This is an optimization exercise on Yosys and OpenROAD, whose aim is small area, a short achievable clock period and few clock cycles per item, not a production implementation.
No run shown here included a check of the RTL's function; only the layout flow was run.

## flow/design.v (module list and top-level ports; edited modules follow where they fit)
// module gdiff_div: 69 lines
// module gdiff_mul: 561 lines
// module gdiff_ram: 28 lines
// module gdiff_add: 30 lines
// module grid_liquid_diffusion_step_unit: 487 lines
module grid_liquid_diffusion_step_unit #(
	parameter int MAX_WIDTH   = gdiff_pkg::MAX_WIDTH_DEF,
	parameter int AMOUNT_BITS = gdiff_pkg::AMOUNT_BITS_DEF,
	localparam int DATA_W     = ((AMOUNT_BITS + 7) / 8) * 8
) (
	input  logic                              clk,
	input  logic                              arst_n,
	input  logic                              s_axis_tvalid,
	output logic                              s_axis_tready,
	input  logic [DATA_W-1:0]                 s_axis_tdata,    
	output logic                              m_axis_tvalid,
	input  logic                              m_axis_tready,
	output logic [DATA_W-1:0]                 m_axis_tdata,    
	output logic                              m_axis_tlast,
	input  logic                              cfg_valid,
	output logic                              cfg_ready,
	input  logic [gdiff_pkg::CFG_INDEX_W-1:0] cfg_index,
	input  logic [gdiff_pkg::CFG_DATA_W-1:0]  cfg_data
);
  // ...
==> flow/run.sh <==
#!/bin/bash
# synth_recipe.tcl (not shown) runs the flow's synth.tcl, then flattens the netlist and writes it again
# the make line also repeats each setting of config.mk as NAME=value (left out here)
make -C /OpenROAD-flow-scripts/flow DESIGN_CONFIG=/design/flow/config.mk WORK_HOME=/design/flow/orfs CLKGATE_MAP_FILE= SYNTH_SCRIPT=/design/flow/synth_recipe.tcl finish
==> flow/config.mk <==
export PLATFORM = sky130hd
export DESIGN_NAME = grid_liquid_diffusion_step_unit
export DESIGN_NICKNAME = grid_liquid_diffusion_step_unit
export VERILOG_FILES = /design/flow/design.v
export SDC_FILE = /design/flow/constraint.sdc
export NUM_CORES = 4
export LEC_CHECK = 0
export CAP_MARGIN = 20
export CORE_MARGIN = 2
export CORE_UTILIZATION = 40
export SETUP_SLACK_MARGIN = 4.0
export SLEW_MARGIN = 20
==> flow/constraint.sdc <==
create_clock -name core_clock -period 7.0 [get_ports {clk}]
set_input_delay 1.4000 -clock core_clock [delete_from_list [all_inputs] [get_ports {clk}]]
set_output_delay 1.4000 -clock core_clock [all_outputs]
set_load 0.01 [all_outputs]
==> impl_metrics.env, run 1 <==
export IMPL_ios=59
export IMPL_synth_compound_area_frac=0.0843
export IMPL_area_share_sequential=0.506
export IMPL_maxClockFrequency_mhz=248
export IMPL_synthArstFlopShare=0.0769
export IMPL_regArea_um2=32000
export IMPL_floorplan_tapcells=1662
export IMPL_layout_cells_most_common="sky130_fd_sc_hd__dfxtp_1"
export IMPL_tritoncts_num_buffers=138
export IMPL_wl_um=104000
export IMPL_nFlopsAndLatches=1522
export IMPL_crit_path_cell_trace="nand2b_4 > inv_2 > ha_4 > a21o_1 > a21o_1 > a2111o_1 > a2111oi_4 > or2_1 > o21ai_2 > a21oi_2 > nor2b_1 > nor2_1 > fa_2 > buf_12 > xnor2_4 > nor2_4 > o21ai_1 > mux2_4 > mux2_4"
export IMPL_postCtsSetupBuffers=206
export IMPL_min_from="u_zring.ring_q[1][10]$_DFF_P_"
export IMPL_placed_cells_incl_taps=5822
export IMPL_dr_total_vias=30300
export IMPL_die_area_um2=131000
export IMPL_synth_top_family_by_area="adder cells"
export IMPL_met3_wirelength_um=4320
export IMPL_cp_startpoint="f_r$_DFF_PN0_"
export IMPL_hold_ws_ps=307
export IMPL_floorplan_initialDensity=0.403
export IMPL_dr_first_iter_drc_count=1605
export IMPL_grt_use_met1=0.220
export IMPL_synth_fp_nets=4628
export IMPL_maxCapViolCount=0
export IMPL_synth_adder_area_share=0.102
export IMPL_cp_endpoint="m_data_q[11]$_DFFE_PP_"
export IMPL_io_buffer_count=58
export IMPL_grt_remaining_overflow=0
export IMPL_run_status="complete, no violations"
export IMPL_biggestRegsByFlops="u_zring.ring_q x576, u_sring.ring_q x512, buf_q x68"
export IMPL_layout_worst_path_cycle_share=0.576
export IMPL_timing_worst_slew_pin_value_ps=964
export IMPL_grt_antenna_before_repair=4
export IMPL_die_w_um=362
export IMPL_buffers=360
export IMPL_worst_r2r_cell_count=19
export IMPL_path_delay_family="compound AO/OA/AOI/OAI gates"
export IMPL_m1WireLength_um=50000
==> inputs of run 2 (changes only) <==
--- a/flow/config.mk
+++ b/flow/config.mk
@@ -8,5 +8,5 @@
 export CAP_MARGIN = 20
 export CORE_MARGIN = 2
 export CORE_UTILIZATION = 40
-export SETUP_SLACK_MARGIN = 4.0
+export SETUP_SLACK_MARGIN = 4.5
 export SLEW_MARGIN = 20
==> run 2 against run 1 <==
Global-route usage increased by 0.26 points. First-iteration DRC count is 13% higher. Synthesized cell count stayed put. Cell count increased by 1.2%. Sequential cell count did not move. Worst setup slack better by 86 ps. Non-clock buffer count grew 65. Hold slack worse by 5.7 ps.
==> impl_metrics.env, run 2 <==
export IMPL_dr_total_vias=30800
export IMPL_root_buffer="sky130_fd_sc_hd__clkbuf_16"
export IMPL_worst_slack_ps=3050
export IMPL_timing_final_setup_violations=0
export IMPL_synth_largest_area_cell="sky130_fd_sc_hd__dfxtp_1"
export IMPL_cp_start_kind="flip-flop"
export IMPL_timing_worst_slew_pin_value_ps=1130
export IMPL_clock_skew_final_ps=38.4
export IMPL_final_layout_size_suffix_gt1_frac=0.279
export IMPL_final_fill_count=11000
export IMPL_run_status="complete, no violations"
export IMPL_design_core_area_um2=128000
export IMPL_tritoncts="done"
export IMPL_clkSinkCount=1522
export IMPL_die_h_um=362
export IMPL_worst_r2r_cell_count=18
export IMPL_synth_warnings=21
export IMPL_grt_antenna_before_repair=8
export IMPL_end_kind="flip-flop"
export IMPL_layout_cells_most_common="sky130_fd_sc_hd__dfxtp_1"
export IMPL_area_delta_synth_final_pct=26.5
export IMPL_rows=131
export IMPL_synth_adder_area_share=0.102
export IMPL_maxClockFrequency_mhz=253
export IMPL_critical_path_max_stage_delay_ps=430
export IMPL_synth_seq_area_share=0.622
export IMPL_detail_placement_hpwl_um=66700
export IMPL_biggestRegsByFlops="u_zring.ring_q x576, u_sring.ring_q x512, buf_q x68"
export IMPL_synthTopCellsByCount="sky130_fd_sc_hd__dfxtp_1 (1,320), sky130_fd_sc_hd__inv_1 (294), sky130_fd_sc_hd__nand2_1 (258)"
export IMPL_critical_path_n_buffers_inverters=1
export IMPL_slew_headroom=0.247
export IMPL_hold_path_class="reg -> reg"
export IMPL_io_buffer_count=58
export IMPL_crit_path_cell_trace="nand2b_4 > inv_2 > ha_4 > a21o_1 > a21o_1 > a2111o_1 > a2111oi_4 > or2_1 > o21ai_2 > a21oi_2 > nor2b_1 > nor2_2 > fa_2 > xnor2_4 > nor2_2 > a21oi_1 > mux2_4 > mux2_4"
export IMPL_cts_clk_slew_worst_paths_ps=60
export IMPL_synth_top_cells_by_area="sky130_fd_sc_hd__dfxtp_1 (51%), sky130_fd_sc_hd__fa_1 (5.1%), sky130_fd_sc_hd__dfrtp_1 (5.0%), sky130_fd_sc_hd__ha_1 (5.0%), sky130_fd_sc_hd__edfxtp_1 (5.0%)"
export IMPL_layout_worst_path_cycle_share=0.564
export IMPL_final_net_count=5018
export IMPL_track_usage=0.161
export IMPL_wl_um=106000
export IMPL_path_delay_family="compound AO/OA/AOI/OAI gates"
export IMPL_yosysMostFrequentCell="sky130_fd_sc_hd__dfxtp_1"
export IMPL_r2r_start="f_r$_DFF_PN0_"
export IMPL_yosys_register_bits=1522
export IMPL_synth_fp_nets=4628
export IMPL_final_max_slew_viol_count=0
export IMPL_htree_levels=4
export IMPL_worstReg2RegEnd="m_data_q[11]$_DFFE_PP_"
export IMPL_avgRoutedWirePerCell_um=16.5
export IMPL_synthMuxAreaShare=0.0254
export IMPL_drtAntennaViolNets=0
export IMPL_post_drt_via_cell_ratio=4.80
export IMPL_timing_critical_path_slowest_stage_cell="sky130_fd_sc_hd__dfrtp_2"
export IMPL_synth_edff_count=85
export IMPL_timing_setup_tns_ps=0
export IMPL_largest_net_degree_at_the_start_of_global_routing=52
export IMPL_grt_remaining_overflow=0
export IMPL_worst_skew_pair_late_latency_ps=770
export IMPL_final_hold_viol_count=0
export IMPL_layout_cells_most_common_list="sky130_fd_sc_hd__dfxtp_1 (1,300), sky130_fd_sc_hd__buf_4 (247), sky130_fd_sc_hd__inv_1 (231), sky130_fd_sc_hd__nand2_1 (231), sky130_fd_sc_hd__xnor2_1 (187)"
export IMPL_postSynthCellCount=4253
export IMPL_synthArstFlopShare=0.0769
export IMPL_worst_endpoint_arrival_ps=4450
export IMPL_maxCapViolCount=0
export IMPL_remaining_drc_errors=0
export IMPL_die_w_um=362
export IMPL_timing_worst_setup_path_type="reg -> reg"
export IMPL_timing_final_crit_period_ps=3950
export IMPL_worstHoldEndpoint="u_sring.ring_q[0][5]$_DFF_P_"
export IMPL_grt_pass1_wl_um=166000
export IMPL_synth_distinct_cells=95
export IMPL_crit_fanout=4
export IMPL_synth_largest_type_area_fraction=0.515
export IMPL_synth_simple_area_share=0.0796
export IMPL_cts_hold_buffers=0
export IMPL_synth_top_family_by_area="adder cells"
export IMPL_place_gp_congestion=0.833
export IMPL_netlist_area_um2=51300
export IMPL_detail_route_first_pass_iterations=6
export IMPL_pre_cts_ws_ps=2610
export IMPL_die_area_um2=131000
export IMPL_whs_path_depth=0
export IMPL_first_global_vias=30200
export IMPL_ios=59
export IMPL_tritoncts_num_buffers=142
export IMPL_ctsLongestPathBuffers=3
export IMPL_worst_ep_required_time_ps=7500
export IMPL_rsz0062_at_grt="true"
export IMPL_flip_flop_count_of_the_largest_register_after_layout=576
export IMPL_dr_first_iter_drc_count=1810
export IMPL_average_cell_area_after_synthesis_um2=12.1
export IMPL_r2r_slack_ps=3050
export IMPL_synth_compound_area_frac=0.0843
export IMPL_post_synth_xor_area_fraction=0.0512
export IMPL_synth_top_flop_cell="sky130_fd_sc_hd__dfxtp_1"
export IMPL_top_register_by_number_of_flip_flops="u_zring.ring_q"
export IMPL_floorplan_initialDensity=0.403
export IMPL_min_from="u_sring.ring_q[1][5]$_DFF_P_"
[run 2: cell counts after synthesis]
Identical to the previous run, type by type.
[run 2: worst reg2reg max path: stages (launching register included)]
cell	delay [ps]
sky130_fd_sc_hd__dfrtp_2	430
sky130_fd_sc_hd__nand2b_4	160
sky130_fd_sc_hd__inv_2	60
sky130_fd_sc_hd__ha_4	190
sky130_fd_sc_hd__a21o_1	160
sky130_fd_sc_hd__a21o_1	170
sky130_fd_sc_hd__a2111o_1	410
sky130_fd_sc_hd__a2111oi_4	330
sky130_fd_sc_hd__or2_1	190
sky130_fd_sc_hd__o21ai_2	80
sky130_fd_sc_hd__a21oi_2	150
sky130_fd_sc_hd__nor2b_1	70
sky130_fd_sc_hd__nor2_2	140
sky130_fd_sc_hd__fa_2	290
sky130_fd_sc_hd__xnor2_4	100
sky130_fd_sc_hd__nor2_2	110
sky130_fd_sc_hd__a21oi_1	80
sky130_fd_sc_hd__mux2_4	280
sky130_fd_sc_hd__mux2_4	270
[run 2: layer usage]
metal | vias to the layer above | part of all wire | track usage
met2 | 704 | 0.45 | 0.247
li1 | 15000 | - | -
met1 | 14900 | 0.47 | 0.222
met5 | - | 0.00012 | 0
met3 | 227 | 0.052 | 0.0331
met4 | 2 | 0.031 | 0.0657
[run 2: how the worst max path moves through the flow]
| stage | startpoint | cells after the start | end |
|---|---|---|---|
| 4_1_cts | f_r$_DFF_PN0_ | 18 | m_data_q[11]$_DFFE_PP_ |
| 2_1_floorplan | mc1_q[16]$_DFF_P_ | 15 | s_r[1]$_SDFF_PP0_ |
| 5_1_grt | f_r$_DFF_PN0_ | 20 | buf_q[0][6]$_DFFE_PP_ |
| 6_report | f_r$_DFF_PN0_ | 18 | m_data_q[11]$_DFFE_PP_ |
| 3_5_place_dp | f_r$_DFF_PN0_ | 18 | m_data_q[11]$_DFFE_PP_ |
| 3_3_place_gp | v_r$_DFF_PN0_ | 16 | base_r[16]$_DFF_P_ |
[run 2: what timing repair did]
item	4_1_cts	5_1_grt
pin swaps	214	185
setup endpoints to repair	366	273
resized for setup	483	261
setup buffers	225	106
cloned	9	0
[run 2: area by class of cell]
class,instances,area (um2),share of cell area
Sequential cell,1522,32000,0.493
Multi-Input combinational cell,2253,20600,0.317
Clock buffer,200,4100,0.0631
Timing Repair Buffer,425,4000,0.0616
Tap cell,1662,2080,0.0320
Inverter,299,1190,0.0184
Clock inverter,63,933,0.0144
Antenna cell,1,2.50,0.0000385
[run 2: cells by family after synthesis]
logic type / after synthesis
AND/OR/NAND/NOR: 844
AO/OA/AOI/OAI: 662
flip-flops: 1522
adder cells (fa/ha/maj): 341
multiplexers: 103
buffers and inverters: 481
XOR/XNOR: 300
[run 2: stage by stage]
step,hold slack (ps),instances,utilization,instance area [um2]
after floorplan,310,4253,-,52900
after CTS,295,6318,0.495,63100
after detailed placement,312,5821,0.428,54600
final,301,6425,0.509,64900
after global routing,295,6424,0.509,64900
after global placement,310,5821,0.428,54600
==> inputs of run 3 (changes only) <==
--- a/flow/config.mk
+++ b/flow/config.mk
@@ -5,8 +5,9 @@
 export SDC_FILE = /design/flow/constraint.sdc
 export NUM_CORES = 4
 export LEC_CHECK = 0
+export ABC_CLOCK_PERIOD_IN_PS = 2000
 export CAP_MARGIN = 20
 export CORE_MARGIN = 2
 export CORE_UTILIZATION = 40
-export SETUP_SLACK_MARGIN = 4.5
+export SETUP_SLACK_MARGIN = 4.0
 export SLEW_MARGIN = 20
==> run 3 against run 2 <==
Register-to-register slack worse by 90 ps. Clock skew up 18 ps. Final area down 2.5%. Still clean. Via count down 1.7%.
==> impl_metrics.env, run 3 <==
export IMPL_yosys_register_bits=1522
export IMPL_grt_remaining_overflow=0
export IMPL_worstReg2RegEnd="m_data_q[11]$_DFFE_PP_"
export IMPL_design_core_area_um2=128000
export IMPL_timing_worst_setup_path_type="reg -> reg"
export IMPL_cp_start_kind="flip-flop"
export IMPL_synthTopCellsByCount="sky130_fd_sc_hd__dfxtp_1 (1,320), sky130_fd_sc_hd__inv_1 (294), sky130_fd_sc_hd__nand2_1 (258)"
export IMPL_rows=131
export IMPL_grt_antenna_before_repair=4
export IMPL_place_gp_congestion=0.845
export IMPL_dr_first_iter_drc_count=1605
export IMPL_final_layout_size_suffix_gt1_frac=0.235
export IMPL_cp_startpoint="f_r$_DFF_PN0_"
export IMPL_rsz0062_at_grt="true"
export IMPL_cts_hold_buffers=0
export IMPL_r2r_start="f_r$_DFF_PN0_"
export IMPL_grt_busiest_layer="met2"
export IMPL_ios=59
export IMPL_floorplan_initialDensity=0.403
export IMPL_drtAntennaViolNets=0
export IMPL_final_max_slew_viol_count=0
export IMPL_wl_um=104000
export IMPL_hold_path_class="reg -> reg"
export IMPL_crit_fanout=5
export IMPL_dr_total_vias=30300
export IMPL_timing_setup_tns_ps=0
export IMPL_final_net_count=4947
export IMPL_layout_cells_most_common="sky130_fd_sc_hd__dfxtp_1"
export IMPL_synth_top_cells_by_area="sky130_fd_sc_hd__dfxtp_1 (51%), sky130_fd_sc_hd__fa_1 (5.1%), sky130_fd_sc_hd__dfrtp_1 (5.0%), sky130_fd_sc_hd__ha_1 (5.0%), sky130_fd_sc_hd__edfxtp_1 (5.0%)"
export IMPL_worst_ep_required_time_ps=7540
export IMPL_synth_distinct_cells=95
export IMPL_top_register_by_number_of_flip_flops="u_zring.ring_q"
export IMPL_regArea_um2=32000
export IMPL_grt_pass1_wl_um=165000
export IMPL_yosysMostFrequentCell="sky130_fd_sc_hd__dfxtp_1"
export IMPL_die_h_um=362
export IMPL_synthArstFlopShare=0.0769
export IMPL_maxCapViolCount=0
export IMPL_post_drt_via_cell_ratio=4.77
export IMPL_root_buffer="sky130_fd_sc_hd__clkbuf_16"
export IMPL_synth_top_flop_cell="sky130_fd_sc_hd__dfxtp_1"
export IMPL_synth_seq_area_share=0.622
export IMPL_worst_skew_pair_late_latency_ps=780
export IMPL_synth_largest_type_area_fraction=0.515
export IMPL_worst_endpoint_arrival_ps=4570
export IMPL_grt_use_met1=0.220
export IMPL_grt_use_met2=0.248
export IMPL_fin_cells=6346
export IMPL_clkSinkCount=1522
export IMPL_flip_flop_count_of_the_largest_register_after_layout=576
export IMPL_timing_final_setup_violations=0
export IMPL_die_w_um=362
export IMPL_track_usage=0.158
export IMPL_cp_endpoint="m_data_q[11]$_DFFE_PP_"
export IMPL_avgRoutedWirePerCell_um=16.4
export IMPL_first_global_vias=30200
export IMPL_io_buffer_count=58
export IMPL_tritoncts_num_buffers=138
export IMPL_postSynthCellCount=4253
export IMPL_area_delta_synth_final_pct=23.3
export IMPL_synth_fp_nets=4628
export IMPL_r2r_slack_ps=2960
export IMPL_biggestRegsByFlops="u_zring.ring_q x576, u_sring.ring_q x512, buf_q x68"
export IMPL_detail_placement_hpwl_um=66300
export IMPL_placed_cells_incl_taps=5822
export IMPL_worst_r2r_cell_count=19
export IMPL_timing_final_crit_period_ps=4040
export IMPL_clock_skew_final_ps=56.3
export IMPL_cts_clk_slew_worst_paths_ps=60
export IMPL_timing_worst_slew_pin_value_ps=964
export IMPL_htree_levels=4
export IMPL_synth_edff_count=85
export IMPL_slew_headroom=0.357
export IMPL_run_status="complete, no violations"
export IMPL_num_antenna_cells=0
export IMPL_layout_worst_path_cycle_share=0.576
export IMPL_end_kind="flip-flop"
export IMPL_final_hold_viol_count=0
export IMPL_detail_route_first_pass_iterations=5
export IMPL_ctsLongestPathBuffers=3
export IMPL_globalRouteMet3Util=0.0285
export IMPL_synth_warnings=21
export IMPL_die_area_um2=131000
export IMPL_average_cell_area_after_synthesis_um2=12.1
export IMPL_remaining_drc_errors=0
export IMPL_netlist_area_um2=51300
export IMPL_final_fill_count=11000
export IMPL_layout_cells_most_common_list="sky130_fd_sc_hd__dfxtp_1 (1,302), sky130_fd_sc_hd__inv_1 (252), sky130_fd_sc_hd__nand2_1 (236)"
export IMPL_largest_net_degree_at_the_start_of_global_routing=68
export IMPL_multiInputGateArea_um2=19900
export IMPL_tritoncts="done"
export IMPL_synth_largest_area_cell="sky130_fd_sc_hd__dfxtp_1"
export IMPL_maxClockFrequency_mhz=248
[run 3: how the worst min path moves through the flow]
| stage | from | to | slack (ps) | cells past startpoint |
|---|---|---|---|---|
| CTS | u_sring.ring_q[31][7]$_DFF_P_ | u_sring.ring_q[30][7]$_DFF_P_ | 300 | 0 |
| detailed placement | u_sring.ring_q[5][13]$_DFF_P_ | u_sring.ring_q[4][13]$_DFF_P_ | 310 | 0 |
| global route | u_zring.ring_q[16][9]$_DFF_P_ | u_zring.ring_q[15][9]$_DFF_P_ | 310 | 0 |
| finish | u_zring.ring_q[1][10]$_DFF_P_ | u_zring.ring_q[0][10]$_DFF_P_ | 310 | 0 |
| floorplan | lm0_q$_DFF_P_ | lm1_q$_DFF_P_ | 310 | 0 |
| global placement | u_sring.ring_q[20][0]$_DFF_P_ | u_sring.ring_q[19][0]$_DFF_P_ | 310 | 0 |
[run 3: metrics by stage]
step                hold WS (ps)  cell area (um2)  utilization  worst slack [ps]
finish                       307            63300        0.497              2960
CTS                          300            61900        0.485              2950
global placement             310            54100        0.424              2490
floorplan                    310            52200            -              3160
global route                 311            63300        0.497              2810
detailed placement           312            54100        0.424              2380
[run 3: cell families after synthesis]
logic type / synth area share
fa+ha+maj: 0.102
compound gates: 0.0843
buf+inv: 0.0356
mux: 0.0254
simple gates: 0.0796
xor+xnor: 0.0512
flops: 0.622
[run 3: critical path: stages (launching register included)]
cell and delay (ps):
sky130_fd_sc_hd__dfrtp_2 440, sky130_fd_sc_hd__nand2b_4 160, sky130_fd_sc_hd__inv_2 70, sky130_fd_sc_hd__ha_4 180, sky130_fd_sc_hd__a21o_1 150, sky130_fd_sc_hd__a21o_1 170
sky130_fd_sc_hd__a2111o_1 440, sky130_fd_sc_hd__a2111oi_4 330, sky130_fd_sc_hd__or2_1 180, sky130_fd_sc_hd__o21ai_2 80, sky130_fd_sc_hd__a21oi_2 150, sky130_fd_sc_hd__nor2b_1 60
sky130_fd_sc_hd__nor2_1 130, sky130_fd_sc_hd__fa_2 280, sky130_fd_sc_hd__buf_12 120, sky130_fd_sc_hd__xnor2_4 80, sky130_fd_sc_hd__nor2_4 120, sky130_fd_sc_hd__o21ai_1 80
sky130_fd_sc_hd__mux2_4 280, sky130_fd_sc_hd__mux2_4 260
[run 3: layout make-up]
class | instances | area share
multi-input cells | 2251 | 0.315
repair buffers | 360 | 0.0543
flip-flops and latches | 1522 | 0.506
inverters | 299 | 0.0185
clock buffers | 197 | 0.0617
well taps | 1662 | 0.0328
clock inverters | 55 | 0.0121
[run 3: what timing repair did]
action	CTS	global route
endpoints found under the hold margin	0	0
cloned	6	0
setup endpoints to repair	253	214
resized for setup	358	219
setup buffers	206	60
pin swaps	161	108
[run 3: layer usage]
metal	wire [um]	share of wire
met1	50000	0.48
met2	47100	0.45
met3	4320	0.042
met4	2550	0.024
met5	0	0
==> module gdiff_add, before the edit <==
module gdiff_add #(
	parameter int W = 16
) (
	input  logic [W-1:0] a,
	input  logic [W-1:0] b,
	input  logic         cin,
	output logic [W-1:0] sum,
	output logic         cout
);
	localparam int N = W + 1;        
	localparam int L = $clog2(N);
	logic [N-1:0] g [L+1];
	logic [N-1:0] p [L+1];
	assign g[0] = {a & b, cin};
	assign p[0] = {a ^ b, 1'b0};
	for (genvar l = 0; l < L; l++) begin : g_lvl
		for (genvar i = 0; i < N; i++) begin : g_bit
			if (((i >> l) & 1) == 1) begin : g_op
				localparam int J = ((i >> l) << l) - 1;
				assign g[l+1][i] = g[l][i] | (p[l][i] & g[l][J]);
				assign p[l+1][i] = p[l][i] & p[l][J];
			end else begin : g_pass
				assign g[l+1][i] = g[l][i];
				assign p[l+1][i] = p[l][i];
			end
		end
	end
	assign sum  = p[0][N-1:1] ^ g[L][N-2:0];
	assign cout = g[L][N-1];
endmodule
==> inputs of run 4 (changes only) <==
--- a/flow/design.v
+++ b/flow/design.v
@@ -676,26 +676,7 @@
 	output logic [W-1:0] sum,
 	output logic         cout
 );
-	localparam int N = W + 1;        
-	localparam int L = $clog2(N);
-	logic [N-1:0] g [L+1];
-	logic [N-1:0] p [L+1];
-	assign g[0] = {a & b, cin};
-	assign p[0] = {a ^ b, 1'b0};
-	for (genvar l = 0; l < L; l++) begin : g_lvl
-		for (genvar i = 0; i < N; i++) begin : g_bit
-			if (((i >> l) & 1) == 1) begin : g_op
-				localparam int J = ((i >> l) << l) - 1;
-				assign g[l+1][i] = g[l][i] | (p[l][i] & g[l][J]);
-				assign p[l+1][i] = p[l][i] & p[l][J];
-			end else begin : g_pass
-				assign g[l+1][i] = g[l][i];
-				assign p[l+1][i] = p[l][i];
-			end
-		end
-	end
-	assign sum  = p[0][N-1:1] ^ g[L][N-2:0];
-	assign cout = g[L][N-1];
+	assign {cout, sum} = {1'b0, a} + {1'b0, b} + (W + 1)'(cin);
 endmodule
 module grid_liquid_diffusion_step_unit #(
 	parameter int MAX_WIDTH   = gdiff_pkg::MAX_WIDTH_DEF,
--- a/flow/config.mk
+++ b/flow/config.mk
@@ -5,7 +5,6 @@
 export SDC_FILE = /design/flow/constraint.sdc
 export NUM_CORES = 4
 export LEC_CHECK = 0
-export ABC_CLOCK_PERIOD_IN_PS = 2000
 export CAP_MARGIN = 20
 export CORE_MARGIN = 2
 export CORE_UTILIZATION = 40
==> run 4 against run 3 <==
Still clean. Sequential share of layout area shrank 1.5 points. Worst setup slack gained 380 ps. First-iteration DRC count grew 26%. Clock skew shrank 14 ps. Fmax grew 11%. Register-to-register slack gained 380 ps. Global-route usage grew 0.78 points. Critical endpoint is now m_data_q[2]$_DFFE_PP_. Largest cell class unchanged.
==> impl_metrics.env, run 4 <==
export IMPL_clock_skew_final_ps=42.4
export IMPL_maxCapViolCount=0
export IMPL_yosys_register_bits=1522
export IMPL_synth_top_flop_cell="sky130_fd_sc_hd__dfxtp_1"
export IMPL_synthArstFlopShare=0.0769
export IMPL_whs_path_depth=0
export IMPL_synth_largest_area_cell="sky130_fd_sc_hd__dfxtp_1"
export IMPL_hold_path_class="reg -> reg"
export IMPL_min_from="u_zring.ring_q[19][8]$_DFF_P_"
export IMPL_timing_final_crit_period_ps=3650
export IMPL_timing_final_setup_violations=0
export IMPL_fin_cells=6626
export IMPL_layout_cells_most_common_list="sky130_fd_sc_hd__dfxtp_1 (1,300), sky130_fd_sc_hd__nand2_1 (254), sky130_fd_sc_hd__inv_1 (240)"
export IMPL_die_h_um=365
export IMPL_ios=59
export IMPL_placed_cells_incl_taps=6054
export IMPL_final_hold_viol_count=0
export IMPL_first_global_vias=32200
export IMPL_hold_ws_ps=290
export IMPL_yosysMostFrequentCell="sky130_fd_sc_hd__dfxtp_1"
export IMPL_met3_wirelength_um=5180
export IMPL_average_cell_area_after_synthesis_um2=11.8
export IMPL_timing_worst_slew_pin_value_ps=1050
export IMPL_postSynthCellCount=4401
export IMPL_synth_top_cells_by_area="sky130_fd_sc_hd__dfxtp_1 (51%), sky130_fd_sc_hd__ha_1 (5.0%), sky130_fd_sc_hd__dfrtp_1 (4.9%), sky130_fd_sc_hd__edfxtp_1 (4.9%), sky130_fd_sc_hd__fa_1 (4.3%)"
export IMPL_htree_levels=4
export IMPL_final_fill_count=11100
export IMPL_end_kind="flip-flop"
export IMPL_grt_pass1_wl_um=175000
export IMPL_flip_flop_count_of_the_largest_register_after_layout=576
export IMPL_drtAntennaViolNets=0
export IMPL_crit_fanout=3
export IMPL_wl_met2_um=51000
export IMPL_r2r_slack_ps=3350
export IMPL_rsz0062_at_grt="true"
export IMPL_largest_net_degree_at_the_start_of_global_routing=66
export IMPL_final_layout_size_suffix_gt1_frac=0.252
export IMPL_detail_route_first_pass_iterations=5
export IMPL_worstHoldEndpoint="u_zring.ring_q[18][8]$_DFF_P_"
export IMPL_biggestRegsByFlops="u_zring.ring_q x576, u_sring.ring_q x512, buf_q x68"
export IMPL_area_delta_synth_final_pct=25.5
export IMPL_dr_first_iter_drc_count=2024
export IMPL_rows=132
export IMPL_dr_total_vias=32200
export IMPL_layout_worst_path_cycle_share=0.522
export IMPL_cts_clk_slew_worst_paths_ps=60
export IMPL_post_drt_via_cell_ratio=4.87
export IMPL_synth_edff_count=85
export IMPL_place_gp_congestion=0.849
export IMPL_timing_setup_tns_ps=0
export IMPL_top_register_by_number_of_flip_flops="u_zring.ring_q"
export IMPL_root_buffer="sky130_fd_sc_hd__clkbuf_16"
export IMPL_netlist_area_um2=52000
export IMPL_avgRoutedWirePerCell_um=16.8
export IMPL_io_buffer_count=58
export IMPL_floorplan_initialDensity=0.402
export IMPL_m1WireLength_um=52200
export IMPL_die_area_um2=133000
export IMPL_synth_distinct_cells=84
export IMPL_grt_antenna_before_repair=2
export IMPL_worst_ep_required_time_ps=7500
export IMPL_final_net_count=5122
export IMPL_synth_largest_type_area_fraction=0.508
export IMPL_synthTopCellsByCount="sky130_fd_sc_hd__dfxtp_1 (1,320), sky130_fd_sc_hd__inv_1 (288), sky130_fd_sc_hd__nand2_1 (271)"
export IMPL_cp_start_kind="flip-flop"
export IMPL_tritoncts_num_buffers=142
export IMPL_worst_r2r_cell_count=17
export IMPL_tritoncts="done"
export IMPL_synth_seq_area_share=0.614
export IMPL_timing_worst_setup_path_type="reg -> reg"
export IMPL_ctsLongestPathBuffers=3
export IMPL_routed_top_layer="met4"
export IMPL_layout_cells_most_common="sky130_fd_sc_hd__dfxtp_1"
export IMPL_remaining_drc_errors=0
export IMPL_synth_fp_nets=4758
export IMPL_die_w_um=365
export IMPL_synth_warnings=6
export IMPL_worst_endpoint_arrival_ps=4150
export IMPL_slew_headroom=0.301
export IMPL_worstReg2RegEnd="m_data_q[2]$_DFFE_PP_"
export IMPL_grt_remaining_overflow=0
export IMPL_final_max_slew_viol_count=0
export IMPL_maxClockFrequency_mhz=274
export IMPL_detail_placement_hpwl_um=71100
export IMPL_r2r_start="s_r[0]$_DFF_P_"
export IMPL_wl_um=111000
export IMPL_worst_skew_pair_late_latency_ps=750
export IMPL_clkSinkCount=1522
export IMPL_track_usage=0.166
export IMPL_run_status="complete, no violations"
export IMPL_design_core_area_um2=129000
-- run 4: cell types whose count changed in the layout (fill, tap and decap cells not counted), sizes merged, moves of 9 or more --
cell / change
a21oi: +52
buf: +34
o21ai: +22
fa: -21
nand2b: -17
a22o: +14
nand2: +13
o31ai: +12
nor3: +11
nor2b: +10
mux2i: +9
xnor2: +9
-- run 4: layer usage --
metal	vias up	track usage
met5	-	0
met4	0	0.0569
met3	200	0.0271
met2	785	0.267
met1	15600	0.227
li1	15700	-
-- run 4: worst max-delay path by stage --
stage / from / end
final: s_r[0]$_DFF_P_ / m_data_q[2]$_DFFE_PP_
after global routing: f_r$_DFF_PN0_ / m_data_q[2]$_DFFE_PP_
after CTS: resv_q[1]$_DFF_PN0_ / cready_q$_DFF_PN0_
after detailed placement: cfg_valid / bot_q$_DFFE_PN0P_
after global placement: cfg_valid / bot_q$_DFFE_PN0P_
after floorplan: resv_q[1]$_DFF_PN0_ / cready_q$_DFF_PN0_
-- run 4: what timing repair did --
| action | CTS | global route |
|---|---|---|
| buffers inserted | 214 | 88 |
| hold buffers | 0 | 0 |
| pin swaps | 196 | 185 |
| cloned | 5 | 2 |
| setup endpoints to repair | 292 | 295 |
| gates resized for setup | 442 | 258 |
-- run 4: kinds of logic after synthesis --
logic type	synth area share
adders and majority gates	0.0935
xor gates and xnor gates	0.0533
muxes	0.0290
DFF	0.614
AOI/OAI and AO/OA	0.0972
and+or+nand+nor	0.0790
buffers and inverters	0.0341
-- run 4: final cells by class --
cell class | instances | area [um2] | share of cell area
flip-flops and latches | 1522 | 32000 | 0.490
inverters | 292 | 1130 | 0.0174
repair buffers | 395 | 3710 | 0.0569
clock inverters | 66 | 958 | 0.0147
well taps | 1742 | 2180 | 0.0334
diodes | 3 | 7.51 | 0.000115
multi-input cells | 2412 | 21300 | 0.326
clock buffers | 194 | 4010 | 0.0615
-- run 4: critical path, stage by stage, from the launching register on --
cell,delay [ps]
sky130_fd_sc_hd__dfxtp_2,380
sky130_fd_sc_hd__nor2b_2,180
sky130_fd_sc_hd__ha_2,190
sky130_fd_sc_hd__inv_2,60
sky130_fd_sc_hd__fa_2,200
sky130_fd_sc_hd__nor2b_1,50
sky130_fd_sc_hd__o31a_1,280
sky130_fd_sc_hd__o41ai_2,290
sky130_fd_sc_hd__o21ai_1,160
sky130_fd_sc_hd__o41a_1,390
sky130_fd_sc_hd__a31oi_4,200
sky130_fd_sc_hd__o21ai_4,100
sky130_fd_sc_hd__nor3_4,190
sky130_fd_sc_hd__buf_6,130
sky130_fd_sc_hd__a31o_4,150
sky130_fd_sc_hd__buf_12,120
sky130_fd_sc_hd__a21oi_4,50
sky130_fd_sc_hd__mux2_2,270
-- run 4: per-stage QoR --
stage               worst slack, ps  instance area [um2]   util
finish                         3350                65300  0.505
global route                   3200                65300  0.505
global placement               2360                55000  0.426
floorplan                      3540                53000      -
detailed placement             2240                55000  0.426
CTS                            3360                63500  0.491

-- re-timing with driven ports --
The results above use ideal ports. As a check the final layouts listed here were re-extracted and re-timed, cells and wires unchanged. Step 1 assumes that a clkbuf_16 drives the clock port and a buf_2 every other input. Step 2 times the ports against the registers' clock, not the clock port: input delays grow and output delays shrink by t, the midpoint of the rising clock arrivals with the driver on. Slacks: ideal ports / drivers / drivers and shift; pairs: ideal ports / drivers.
run | shift t [ns] | slack for setup (ns) | worst setup path at the end | slew at the worst register clock pin (ns) | worst slew at a driven data input, ns
run 1 | 0.833 | 2.965 / 2.965 / 2.965 | register to register | 0.07 / 0.07 | 0.05
run 2 | 0.828 | 3.051 / 3.051 / 3.051 | register to register | 0.07 / 0.07 | 0.03
run 3 | 0.833 | 2.965 / 2.965 / 2.965 | register to register | 0.07 / 0.07 | 0.05
run 4 | 0.807 | 3.349 / 3.349 / 3.349 | register to register | 0.07 / 0.07 | 0.04
After both steps every run listed still meets setup and hold.
